From an optimization exercise on the open Yosys and OpenROAD flow, aimed at a short achievable clock period and few clock cycles; shortcuts taken in it are not production practice. Function was checked by simulation only, so behaviour that the tests miss may differ from the original. The flow treats the clock pin as an ideal source, which a real chip does not have. Power is estimated from default activity; no workload was simulated.

// processor
module processor (
  input  logic        clk,
  input  logic        reset,
  input  logic [31:0] instruction,
  output logic [31:0] addr,
  output logic [31:0] out,
  output logic        sys_dne,
  output logic        rw
);
clock: 6.0 ns
lec_check: 0
cap_margin: 20
core_margin: 2
core_utilization: 65
setup_slack_margin: 4.0
slew_margin: 20
standard.sh (not shown) runs the stock make flow with config.mk's settings and CLKGATE_MAP_FILE= SYNTH_SCRIPT=/design/flow/synth_recipe.tcl, a recipe that flattens the netlist after the stock synthesis.
==> flow/flow/run.sh <==
#!/bin/bash
set -euo pipefail
cd "$(dirname "$0")/.."
P=${FLOW_PLATFORM:-sky130hd}
R=orfs/results/$P/processor/base
PD=$FLOW_HOME/platforms/$P
LIB=$PD/lib/sky130_fd_sc_hd__tt_025C_1v80.lib
bash standard.sh place > flow_place.log 2>&1
best=""
bestlat=99
for combo in 25:100 22:100 25:150 28:100 28:150 30:100 30:150 32:120; do
  s=${combo%:*}; d=${combo#*:}
  rm -f $R/4_1_cts.odb $R/4_cts.odb $R/4_cts.sdc
  if ! bash standard.sh CTS_CLUSTER_SIZE=$s CTS_CLUSTER_DIAMETER=$d cts > flow_cts_${s}_${d}.log 2>&1; then
    continue
  fi
  m=$(ROOT_MEASURE=1 ROOT_LIB=$LIB PLATFORM_DIR=$PD ROOT_DB=$R/4_cts.odb ROOT_SDC=$R/4_cts.sdc CLK_PORT=clk \
      openroad -no_init -exit flow/root.tcl 2>&1 | tee flow_measure_${s}_${d}.log | grep '^MEASURE' || true)
  echo "$s $d $m" >> flow_cts_choice.log
  read -r _ fan lat slew <<< "$m" || continue
  [[ -z "${slew:-}" ]] && continue
  ok=$(awk -v f="$fan" -v l="$lat" -v sl="$slew" -v b="$bestlat" 'BEGIN{print (f>=1 && f<=16 && sl<0.110 && l<b) ? 1 : 0}')
  if [[ "$ok" == 1 ]]; then
    bestlat=$lat; best=$combo
    mkdir -p flow_best; cp $R/4_1_cts.odb $R/4_cts.odb $R/4_cts.sdc flow_best/
    cp orfs/logs/$P/processor/base/4_1_cts.log flow_best/ 2>/dev/null || true
  fi
done
echo "chosen: ${best:-none} latency $bestlat" >> flow_cts_choice.log
if [[ -n "$best" ]]; then
  cp flow_best/4_1_cts.odb flow_best/4_cts.odb flow_best/4_cts.sdc $R/
  cp flow_best/4_1_cts.log orfs/logs/$P/processor/base/4_1_cts.log 2>/dev/null || true
  ROOT_LIB=$LIB ROOT_DB=$R/4_cts.odb CLK_PORT=clk openroad -no_init -exit flow/root.tcl > flow_root.log 2>&1
  touch $R/4_cts.sdc
else
  rm -f $R/4_1_cts.odb $R/4_cts.odb $R/4_cts.sdc
  bash standard.sh CTS_CLUSTER_SIZE=25 CTS_CLUSTER_DIAMETER=100 cts > flow_cts_fallback.log 2>&1
fi
bash standard.sh > flow_finish.log 2>&1
Other scripts of this flow, unchanged in this note and not shown: flow/flow/root.tcl
Testbench counts at the start, summed over its fixed seeds: cycles 16,288.
==> next run, changes <==
--- a/flow/flow/run.sh
+++ b/flow/flow/run.sh
@@ -21,3 +21,3 @@
   [[ -z "${slew:-}" ]] && continue
-  ok=$(awk -v f="$fan" -v l="$lat" -v sl="$slew" -v b="$bestlat" 'BEGIN{print (f>=1 && f<=16 && sl<0.110 && l<b) ? 1 : 0}')
+  ok=$(awk -v f="$fan" -v l="$lat" -v sl="$slew" -v b="$bestlat" 'BEGIN{print (f>=1 && f<=16 && sl<0.114 && l<b) ? 1 : 0}')
   if [[ "$ok" == 1 ]]; then
Outcome: Final cell count barely changes. Register-to-register slack got worse by 110 ps. Combinational power barely changes. Total power drops by 1.8%. Via count climbs by 0.40%. Clock-buffer cell count drops by 8. Wire length barely changes. Non-clock buffer count climbs by 8. Worst hold slack stays flat. Global-route usage climbs by 0.10 points.

* * *

v9:
processor, a different RTL version from the one above (not shown whole).
Size: ~930 flip-flops, roughly 100 I/O pins.
==> flow/config.mk <==
export PLATFORM = sky130hd
export DESIGN_NAME = processor
export DESIGN_NICKNAME = processor
export VERILOG_FILES = /design/flow/design.v
export SDC_FILE = /design/flow/constraint.sdc
export NUM_CORES = 4
export LEC_CHECK = 0
export CAP_MARGIN = 20
export CORE_MARGIN = 2
export CORE_UTILIZATION = 45
export SETUP_SLACK_MARGIN = 4.0
export SLEW_MARGIN = 20
==> flow/constraint.sdc <==
create_clock -name core_clock -period 6.0 [get_ports {clk}]
set_input_delay 1.2000 -clock core_clock [delete_from_list [all_inputs] [get_ports {clk}]]
set_output_delay 1.2000 -clock core_clock [all_outputs]
set_load 0.01 [all_outputs]
==> flow/flow/run.sh <==
#!/bin/bash
set -euo pipefail
cd "$(dirname "$0")/.."
P=${FLOW_PLATFORM:-sky130hd}
R=orfs/results/$P/processor/base
PD=$FLOW_HOME/platforms/$P
LIB=$PD/lib/sky130_fd_sc_hd__tt_025C_1v80.lib
bash standard.sh place > flow_place.log 2>&1
IO_LIB=$LIB IO_DB=$R/3_place.odb IO_BUF=sky130_fd_sc_hd__buf_6 openroad -no_init -exit flow/io.tcl > flow_io.log 2>&1
best=""
bestlat=99
for combo in 25:100 22:100 25:150 28:100 28:150 30:100 30:150 32:120; do
  s=${combo%:*}; d=${combo#*:}
  rm -f $R/4_1_cts.odb $R/4_cts.odb $R/4_cts.sdc
  if ! bash standard.sh CTS_CLUSTER_SIZE=$s CTS_CLUSTER_DIAMETER=$d cts > flow_cts_${s}_${d}.log 2>&1; then
    continue
  fi
  m=$(ROOT_MEASURE=1 ROOT_LIB=$LIB PLATFORM_DIR=$PD ROOT_DB=$R/4_cts.odb ROOT_SDC=$R/4_cts.sdc CLK_PORT=clk \
      openroad -no_init -exit flow/root.tcl 2>&1 | tee flow_measure_${s}_${d}.log | grep '^MEASURE' || true)
  echo "$s $d $m" >> flow_cts_choice.log
  read -r _ fan lat slew <<< "$m" || continue
  [[ -z "${slew:-}" ]] && continue
  ok=$(awk -v f="$fan" -v l="$lat" -v sl="$slew" -v b="$bestlat" 'BEGIN{print (f>=1 && f<=16 && sl<0.117 && l<b) ? 1 : 0}')
  if [[ "$ok" == 1 ]]; then
    bestlat=$lat; best=$combo
    mkdir -p flow_best; cp $R/4_1_cts.odb $R/4_cts.odb $R/4_cts.sdc flow_best/
    cp orfs/logs/$P/processor/base/4_1_cts.log flow_best/ 2>/dev/null || true
  fi
done
echo "chosen: ${best:-none} latency $bestlat" >> flow_cts_choice.log
if [[ -n "$best" ]]; then
  cp flow_best/4_1_cts.odb flow_best/4_cts.odb flow_best/4_cts.sdc $R/
  cp flow_best/4_1_cts.log orfs/logs/$P/processor/base/4_1_cts.log 2>/dev/null || true
  ROOT_LIB=$LIB ROOT_DB=$R/4_cts.odb CLK_PORT=clk openroad -no_init -exit flow/root.tcl > flow_root.log 2>&1
  touch $R/4_cts.sdc
else
  rm -f $R/4_1_cts.odb $R/4_cts.odb $R/4_cts.sdc
  bash standard.sh CTS_CLUSTER_SIZE=25 CTS_CLUSTER_DIAMETER=100 cts > flow_cts_fallback.log 2>&1
fi
bash standard.sh > flow_finish.log 2>&1
==> flow/flow/io.tcl <==
# Output ports: each port's buffer is sized to at least IO_BUF, and the
# flip-flop that drives the buffer is moved next to it (the placement is
# then legalized), so that the flip-flop's output wire is short.
if {[info exists ::env(IO_LIB)]} { read_liberty $::env(IO_LIB) }
read_db $::env(IO_DB)
set block [ord::get_db_block]
set db [ord::get_db]
set bufm [$db findMaster $::env(IO_BUF)]
set order {sky130_fd_sc_hd__buf_1 sky130_fd_sc_hd__buf_2 sky130_fd_sc_hd__buf_4 sky130_fd_sc_hd__buf_6 sky130_fd_sc_hd__buf_8 sky130_fd_sc_hd__buf_12 sky130_fd_sc_hd__buf_16}
set want [lsearch $order $::env(IO_BUF)]
proc driver {net} {
  if {$net eq "NULL" || $net eq ""} { return "" }
  foreach it [$net getITerms] { if {[$it isOutputSignal]} { return [$it getInst] } }
  return ""
}
set moved 0
set sized 0
foreach bt [$block getBTerms] {
  if {[$bt getIoType] ne "OUTPUT"} { continue }
  set buf [driver [$bt getNet]]
  if {$buf eq ""} { continue }
  set bm [[$buf getMaster] getName]
  if {![string match "sky130_fd_sc_hd__buf_*" $bm] && ![string match "sky130_fd_sc_hd__clkbuf_*" $bm] && ![string match "sky130_fd_sc_hd__clkdlybuf*" $bm]} { continue }
  set in ""
  foreach it [$buf getITerms] { if {[$it isInputSignal]} { set in $it } }
  if {$in eq ""} { continue }
  set have [lsearch $order $bm]
  if {$have < $want} { $buf swapMaster $bufm; incr sized }
  set ff [driver [$in getNet]]
  if {$ff eq ""} { continue }
  if {![string match "sky130_fd_sc_hd__df*" [[$ff getMaster] getName]]} { continue }
  # only a flip-flop whose output feeds this buffer and at most one more cell
  if {[llength [[$in getNet] getITerms]] > 3} { continue }
  set b [$buf getBBox]
  $ff setLocation [$b xMin] [$b yMin]
  $ff setPlacementStatus PLACED
  # and the flip-flop's other load (out_q's own multiplexer)
  foreach it [[$in getNet] getITerms] {
    set c [$it getInst]
    if {$c eq $buf || $c eq $ff} { continue }
    $c setLocation [$b xMin] [$b yMin]
    $c setPlacementStatus PLACED
  }
  incr moved
}
puts "IO: $sized output buffers resized, $moved flip-flops moved"
detailed_placement
check_placement
write_db $::env(IO_DB)
Other scripts of this flow, unchanged in this note and not shown: flow/flow/root.tcl
v9: full flow OK, the timing, DRC and antenna checks passed
Testbench counts of v9, summed over its fixed seeds: cycles 16,288.
Changes in v26 relative to v9:
-- flow/flow/run.sh --
<<< v9, line 9
IO_LIB=$LIB IO_DB=$R/3_place.odb IO_BUF=sky130_fd_sc_hd__buf_6 openroad -no_init -exit flow/io.tcl > flow_io.log 2>&1
>>> v26, line 9
-- flow/config.mk --
<<< v9, line 10
export CORE_UTILIZATION = 45
>>> v26, line 10
export CORE_UTILIZATION = 65
removed: flow/flow/io.tcl
==> comparison <==
Between v9 and v26, the flow reports area of the core decreasing by more than a quarter. Lower fraction of power consumed by combinational cells among v26 and v9: v26. v26 vs. v9: area added between synthesis and finish went down by 3.0 points. Delta (v26 minus v9): net switching fraction of the power saw a decrease; portion of the clock cycle consumed by the worst path in the final layout now sits lower; final cell count fell by 11%; count of max-cap constraint violations barely changed. Overall power of the completed layout ended up about 2% lower on v26 than on v9. Cmp v26 and v9 / worst voltage drop across the vdd grid / lower: v9. Looking at worst-case headroom to the max-slew limit, v26 sits below v9. Going from v9 to v26, sequential power grew slightly.
Here is what was changed in the inputs of v58 compared with v26.
-- flow/flow/run.sh --
<<< v26, line 22
  ok=$(awk -v f="$fan" -v l="$lat" -v sl="$slew" -v b="$bestlat" 'BEGIN{print (f>=1 && f<=16 && sl<0.117 && l<b) ? 1 : 0}')
>>> v58, line 22
  ok=$(awk -v f="$fan" -v l="$lat" -v sl="$slew" -v b="$bestlat" 'BEGIN{print (f>=1 && f<=16 && sl<0.110 && l<b) ? 1 : 0}')
Core occupancy in the finished layout in v58 is 0.69 points higher than in v26
Changes observed in v58 relative to v26: aggregate routed wire length grew by 1.1%; synthesis-to-layout area growth grew by 1.0 points; wire length on met3 climbed 7.4%; arrival time of data at the critical path endpoint +0.02 ns.
Net switching share of the total power | v58 above v26
v58 ends up with a worst reg2reg path depth that is 1 higher than in v26.

-- re-timing with driven ports --
The flow's constraints put no driver on any port. The routed layouts listed below were extracted and timed again, unchanged, in two steps. Step 1, drivers: a clkbuf_16 drives clk and a buf_2 each remaining input, both assumed. Step 2 adds t to the input delays and takes it off the output delays; t is the mean of the earliest and latest rising clock arrival at the registers after step 1. Input paths then give back, and output paths get back, about the clock's delay inside the block. a / b / c = no drivers / after step 1 / after step 2; a / b = the first two.
| run | shift t [ns] | slack for setup (ns) | hold slack, ns | worst slew at a driven data input, ns |
|---|---|---|---|---|
| the first run of note 1 | 0.557 | 3.876 / 3.749 / 3.651 | 0.357 / 0.357 / 0.357 | 0.11 |
| the second run of note 1 | 0.539 | 3.856 / 3.760 / 3.651 | 0.360 / 0.360 / 0.360 | 0.12 |
| v9 | 0.550 | 3.848 / 3.720 / 3.601 | 0.365 / 0.365 / 0.365 | 0.04 |
| v26 | 0.529 | 3.891 / 3.766 / 3.642 | 0.334 / 0.334 / 0.334 | 0.05 |
| v58 | 0.552 | 3.866 / 3.742 / 3.619 | 0.332 / 0.332 / 0.332 | 0.05 |
After both steps setup and hold are still met in every run listed. For v26, which loses most, drivers alone change the setup slack by -0.125 ns; drivers and shift together by -0.249 ns.
